This is an optimization exercise on Yosys and OpenROAD, whose aim is small area and a short achievable clock period, not a production implementation. Where RTL was checked, it was by simulation tests only, not by an equivalence proof against the original.

Design bits_instruction_cache, start of the top module:
module bits_instruction_cache
(
  input logic clk,
  input logic resetB,
  input logic mem_req,
  output logic mem_ack,
  input bits_pkg::word_t instruction_word,
  input bits_pkg::byte_mask_t valid_bytes,
  input bits_pkg::take_code_t instruction_process,
  output bits_pkg::cache_t instruction_cache,
  output logic space_available
);
==> flow/config.mk <==
export PLATFORM = sky130hd
export DESIGN_NAME = bits_instruction_cache
export DESIGN_NICKNAME = bits_instruction_cache
export VERILOG_FILES = /design/flow/design.v
export SDC_FILE = /design/flow/constraint.sdc
export NUM_CORES = 4
export LEC_CHECK = 0
export CAP_MARGIN = 20
export CORE_MARGIN = 2
export CORE_UTILIZATION = 40
export CTS_BUF_LIST = sky130_fd_sc_hd__clkbuf_4 sky130_fd_sc_hd__clkbuf_8
export GPL_TIMING_DRIVEN = 0
export PLACE_DENSITY = 0.55
export SETUP_SLACK_MARGIN = 1.0
export SLEW_MARGIN = 20
export SYNTH_HIERARCHICAL = 1
==> flow/constraint.sdc <==
create_clock -name core_clock -period 6.5 [get_ports {clk}]
set_input_delay 1.3000 -clock core_clock [delete_from_list [all_inputs] [get_ports {clk}]]
set_output_delay 1.3000 -clock core_clock [all_outputs]
set_load 0.01 [all_outputs]
standard.sh (not shown) runs the stock make flow with config.mk's settings and CLKGATE_MAP_FILE= SYNTH_SCRIPT=/design/flow/synth_recipe.tcl, a recipe that flattens the netlist after the stock synthesis.
==> flow/flow/run.sh <==
#!/bin/bash
# The standard layout, with every input and output port buffered by a plain
# buffer (sky130_fd_sc_hd__buf_1) instead of the delay buffer that
# buffer_ports picks on its own. The resizer may still size these up.
set -euo pipefail
export BUFFER_PORTS_ARGS="-buffer_cell sky130_fd_sc_hd__buf_1"
bash standard.sh > standard.log 2>&1
Then changed:
Settings changed: CORE_UTILIZATION 40 to 45, GPL_TIMING_DRIVEN 0 to default, PLACE_DENSITY 0.55 to 0.6, SETUP_SLACK_MARGIN 1.0 to 1.3.
Worst hold slack improves by 0.0072 ns.
Sequential cell count does not change.
Non-clock buffer count goes down by 13.
Synthesized cell count does not change.
Cell count goes down by 3.2%.
Then changed:
Settings changed: CORE_UTILIZATION 45 to 40, PLACE_DENSITY 0.6 to 0.55, SETUP_SLACK_MARGIN 1.3 to 1.0.
Effect:
- via count decreases by 1.1%
- synthesized cell count stays the same
- maximum frequency came out lower by 2.8%
- count of clock-buffer cells in the layout goes down by 1
- worst setup slack degrades by 0.15 ns
- final area went down by 1.6%
- global-route usage fell by 3.9 points
- routed wire length rises by 0.84%
- first-iteration DRC count goes down by 12%
Then changed:
Settings changed: CORE_UTILIZATION 40 to 50, PLACE_DENSITY 0.55 to 0.65.
Final area came out higher by about 0.36%.
First-iteration DRC count rose by 30%.
Setup slack gets worse by 0.034 ns.
Die area shrinks by about 20%.
Routed wire length came out lower by about 3%.
Utilization climbs by 13 points.
Clock-buffer cell count falls by 1.
Non-clock buffer count climbs by 8.
Sequential cell count is unchanged.

========
== red ==
Another version of the RTL of bits_instruction_cache (not shown whole).
Size: ~140 flip-flops, about 210 I/O pins, roughly 0.011 mm^2 of cells after synthesis.
==> flow/config.mk <==
export PLATFORM = sky130hd
export DESIGN_NAME = bits_instruction_cache
export DESIGN_NICKNAME = bits_instruction_cache
export VERILOG_FILES = /design/flow/design.v
export SDC_FILE = /design/flow/constraint.sdc
export NUM_CORES = 4
export LEC_CHECK = 0
export CAP_MARGIN = 20
export CORE_MARGIN = 2
export CORE_UTILIZATION = 30
export CTS_BUF_LIST = sky130_fd_sc_hd__clkbuf_4 sky130_fd_sc_hd__clkbuf_8
export PLACE_DENSITY = 0.45
export SETUP_SLACK_MARGIN = 1.6
export SLEW_MARGIN = 20
export SYNTH_HIERARCHICAL = 1
==> flow/constraint.sdc <==
create_clock -name core_clock -period 6.5 [get_ports {clk}]
set_input_delay 1.3000 -clock core_clock [delete_from_list [all_inputs] [get_ports {clk}]]
set_output_delay 1.3000 -clock core_clock [all_outputs]
set_load 0.01 [all_outputs]
Scripts as last shown in full above: flow/flow/run.sh
red: all stages complete, timing, DRC and antenna checks passed
> inputs changed (red -> blue)
- SETUP_SLACK_MARGIN now 1.0, was 1.6
[summary]
- Total routed wirelength, blue and red: smaller value in blue
- [compare] base=red new=blue: die span in y held.
- Diff blue and red: post-route met1 wirelength lower in blue
- In blue the first-pass GRT wire length turned out about 3.5% lower than in red.
- Final cell area: blue below red
- blue — sequential share of layout area 2.6 points higher, red as reference
- In blue, the time the final worst path needs with I/O delays and setup came out 0.59 ns above the value in red.
- On highest attainable clock frequency, red beats blue.
diff inputs: blue => green
- CAP_MARGIN now 0, was 20
- SLEW_MARGIN now 0, was 20
### Flow results
Per the comparison of green with blue, worst hold slack across all endpoints was more or less identical; clock input transition at the sequential cells of the worst setup and hold paths level; sum of met2 wire segment lengths after detailed routing held steady; die height essentially unchanged. Max-capacitance violation count: blue vs green identical. Re synthesis-to-finish area growth: no difference whatsoever between green and blue. Final design area excluding fillers: green vs blue identical. [compare] base=blue new=green: clock period minus worst slack roughly the same; distinct cell type count of the synthesized netlist roughly the same.
No functional check of the RTL was part of any run of this note.

========
bits_instruction_cache, a different RTL version from the one above (not shown whole).
For scale: ~1400 cells after synthesis, about 210 I/O pins.
export LEC_CHECK = 0
export CAP_MARGIN = 20
export CORE_MARGIN = 2
export CORE_UTILIZATION = 30
export CTS_BUF_LIST = sky130_fd_sc_hd__clkbuf_4 sky130_fd_sc_hd__clkbuf_8
export PLACE_DENSITY = 0.45
export SETUP_SLACK_MARGIN = 1.0
export SLEW_MARGIN = 20
export SYNTH_HIERARCHICAL = 1
create_clock -name core_clock -period 6.5 [get_ports {clk}]
Scripts as last shown in full above: flow/flow/run.sh
Rerun with:
Settings changed: CORE_UTILIZATION 30 to 40, PLACE_DENSITY 0.45 to 0.55.
=> The changed run finished clean. First-iteration DRC count climbs by 56%. Wire length drops by 5.5%. Fmax drops by 1.3%. Final cell count drops by 4.6%. Worst hold slack gets better by 0.014 ns. Die area drops by 25%. Via count climbs by 1.6%. Final area drops by 1.3%. Non-clock buffer count drops by 13. Setup slack gets worse by 0.069 ns.
No run of this note included a check of the RTL's function; only the layout flow was run.

========
Another version of the RTL of bits_instruction_cache (not shown whole).
Size: ~1,500 cells after synthesis, about 210 I/O pins.
==> flow/design.v (excerpt) <==
module bits_instruction_cache
(
  input logic clk,
  input logic resetB,
  input logic mem_req,
  output logic mem_ack,
  input bits_pkg::word_t instruction_word,
  input bits_pkg::byte_mask_t valid_bytes,
  input bits_pkg::take_code_t instruction_process,
  output bits_pkg::cache_t instruction_cache,
  output logic space_available
);
  logic load_valid;
  logic [BYTE_COUNT_BITS-1:0] load_bytes;
  logic load_taken;
  bits_fill_ctrl u_fill_ctrl (
    .clk (clk),
    .resetB (resetB),
    .mem_req (mem_req),
    .valid_bytes (valid_bytes),
    .mem_ack (mem_ack),
    .space_available (space_available),
    .load_taken (load_taken),
    .load_valid (load_valid),
    .load_bytes (load_bytes)
  );
  bits_bit_buffer u_bit_buffer (
    .clk (clk),
    .resetB (resetB),
    .take (instruction_process),
    .load_valid (load_valid),
    .load_word (instruction_word),
    .load_bytes (load_bytes),
    .load_taken (load_taken),
    .instruction_cache (instruction_cache),
    .space_available (space_available)
  );
endmodule
==> flow/config.mk <==
export PLATFORM = sky130hd
export DESIGN_NAME = bits_instruction_cache
export DESIGN_NICKNAME = bits_instruction_cache
export VERILOG_FILES = /design/flow/design.v
export SDC_FILE = /design/flow/constraint.sdc
export NUM_CORES = 4
export LEC_CHECK = 0
export CAP_MARGIN = 20
export CORE_MARGIN = 2
export CORE_UTILIZATION = 30
export CTS_BUF_LIST = sky130_fd_sc_hd__clkbuf_4 sky130_fd_sc_hd__clkbuf_8
export PLACE_DENSITY = 0.45
export SETUP_SLACK_MARGIN = 1.0
export SLEW_MARGIN = 20
export SYNTH_HIERARCHICAL = 1
==> flow/constraint.sdc <==
create_clock -name core_clock -period 6.5 [get_ports {clk}]
set_input_delay 1.3000 -clock core_clock [delete_from_list [all_inputs] [get_ports {clk}]]
set_output_delay 1.3000 -clock core_clock [all_outputs]
set_load 0.01 [all_outputs]
Scripts as last shown in full above: flow/flow/run.sh
The first run produced a clean layout.
Then changed:
--- a/flow/config.mk
+++ b/flow/config.mk
@@ -9,5 +9,5 @@
 export CORE_MARGIN = 2
-export CORE_UTILIZATION = 30
+export CORE_UTILIZATION = 40
 export CTS_BUF_LIST = sky130_fd_sc_hd__clkbuf_4 sky130_fd_sc_hd__clkbuf_8
-export PLACE_DENSITY = 0.45
+export PLACE_DENSITY = 0.55
 export SETUP_SLACK_MARGIN = 1.0
After rerunning: The new run completed with no timing, DRC or antenna violations; worst setup slack is worse by 26 ps; global-route usage came out higher by 6.5 points; final area went down by 2.6%; utilization increases by 12 points; non-clock buffer count shrinks by 24; hold slack gets worse by 4.1 ps; die area falls by about 25%; wire length shrinks by 5.7%.
No functional check of the RTL was part of any run of this note.

========
Setup of v6:
bits_instruction_cache, a different RTL version from the one above (not shown whole).
Size in the first run: roughly 1,500 cells after synthesis, ~140 flip-flops, about 210 I/O pins, about 0.011 mm² of cells after synthesis.
Design bits_instruction_cache, start of the top module:
module bits_instruction_cache
(
  input logic clk,
  input logic resetB,
  input logic mem_req,
  output logic mem_ack,
  input bits_pkg::word_t instruction_word,
  input bits_pkg::byte_mask_t valid_bytes,
  input bits_pkg::take_code_t instruction_process,
  output bits_pkg::cache_t instruction_cache,
  output logic space_available
);
==> flow/config.mk <==
export PLATFORM = sky130hd
export DESIGN_NAME = bits_instruction_cache
export DESIGN_NICKNAME = bits_instruction_cache
export VERILOG_FILES = /design/flow/design.v
export SDC_FILE = /design/flow/constraint.sdc
export NUM_CORES = 4
export LEC_CHECK = 0
export CAP_MARGIN = 20
export CORE_MARGIN = 2
export CORE_UTILIZATION = 30
export PLACE_DENSITY = 0.45
export SLEW_MARGIN = 20
export SYNTH_HIERARCHICAL = 1
==> flow/constraint.sdc <==
create_clock -name core_clock -period 6.5 [get_ports {clk}]
set_input_delay 1.3000 -clock core_clock [delete_from_list [all_inputs] [get_ports {clk}]]
set_output_delay 1.3000 -clock core_clock [all_outputs]
set_load 0.01 [all_outputs]
Scripts as last shown in full above: flow/flow/run.sh
The final layout from v6, which completed every stage, passed the timing, DRC and antenna checks at the end of the flow.
### v6 -> v7
- setting SETUP_SLACK_MARGIN to 1.0 for the first time
- setting CTS_BUF_LIST to sky130_fd_sc_hd__clkbuf_4 sky130_fd_sc_hd__clkbuf_8 for the first time
### Flow results
When v7 is measured against v6, its sequential share of layout area turns out 0.22 points higher. Between v6 and v7, the number of combinational gates with multiple inputs figures differ only marginally. Changes observed in v7 relative to v6: number of standard cells in the layout, taps in and fillers out fell by 24, design area fell by 0.95%.
No functional check of the RTL was part of any run of this note.

==> static timing again, ports no longer ideal <==
No port has a modelled driver above. Below, the same layouts with a new extraction and two added sets of constraints.
Step 1: set_driving_cell puts a clkbuf_16 on clk and a buf_2 on each other input, an assumption about the parent block.
Step 2 adds t to the input delays and takes it off the output delays; t is the mean of the earliest and latest rising clock arrival at the registers after step 1. Input paths then give back, and output paths get back, about the clock's delay inside the block.
a / b / c = ideal ports / drivers / drivers and shift; a / b = the first two.
run	t (ns)	setup slack, ns	worst register clock-pin slew, ns	cell pins on the clock port's net
the first run of note 1	0.520	0.984 / 0.984 / 0.618	0.11 / 0.11	1
the second run of note 1	0.508	1.295 / 1.313 / 0.805	0.10 / 0.10	1
the third run of note 1	0.510	1.146 / 1.170 / 0.660	0.10 / 0.10	1
the fourth run of note 1	0.532	1.112 / 1.112 / 0.658	0.11 / 0.11	1
red	0.553	1.555 / 1.555 / 1.067	0.11 / 0.11	1
blue	0.549	0.961 / 0.961 / 0.515	0.10 / 0.10	1
green	0.549	0.961 / 0.961 / 0.515	0.10 / 0.10	1
the first run of note 3	0.561	1.178 / 1.178 / 0.786	0.10 / 0.10	1
the second run of note 3	0.530	1.109 / 1.134 / 0.604	0.10 / 0.10	1
the first run of note 4	0.561	1.070 / 1.093 / 0.532	0.10 / 0.10	1
the second run of note 4	0.530	1.044 / 1.044 / 0.587	0.11 / 0.11	1
v6	0.506	0.725 / 0.749 / 0.243	0.07 / 0.07	1
v7	0.561	1.038 / 1.062 / 0.500	0.09 / 0.09	1
After both steps every run listed still meets setup and hold.
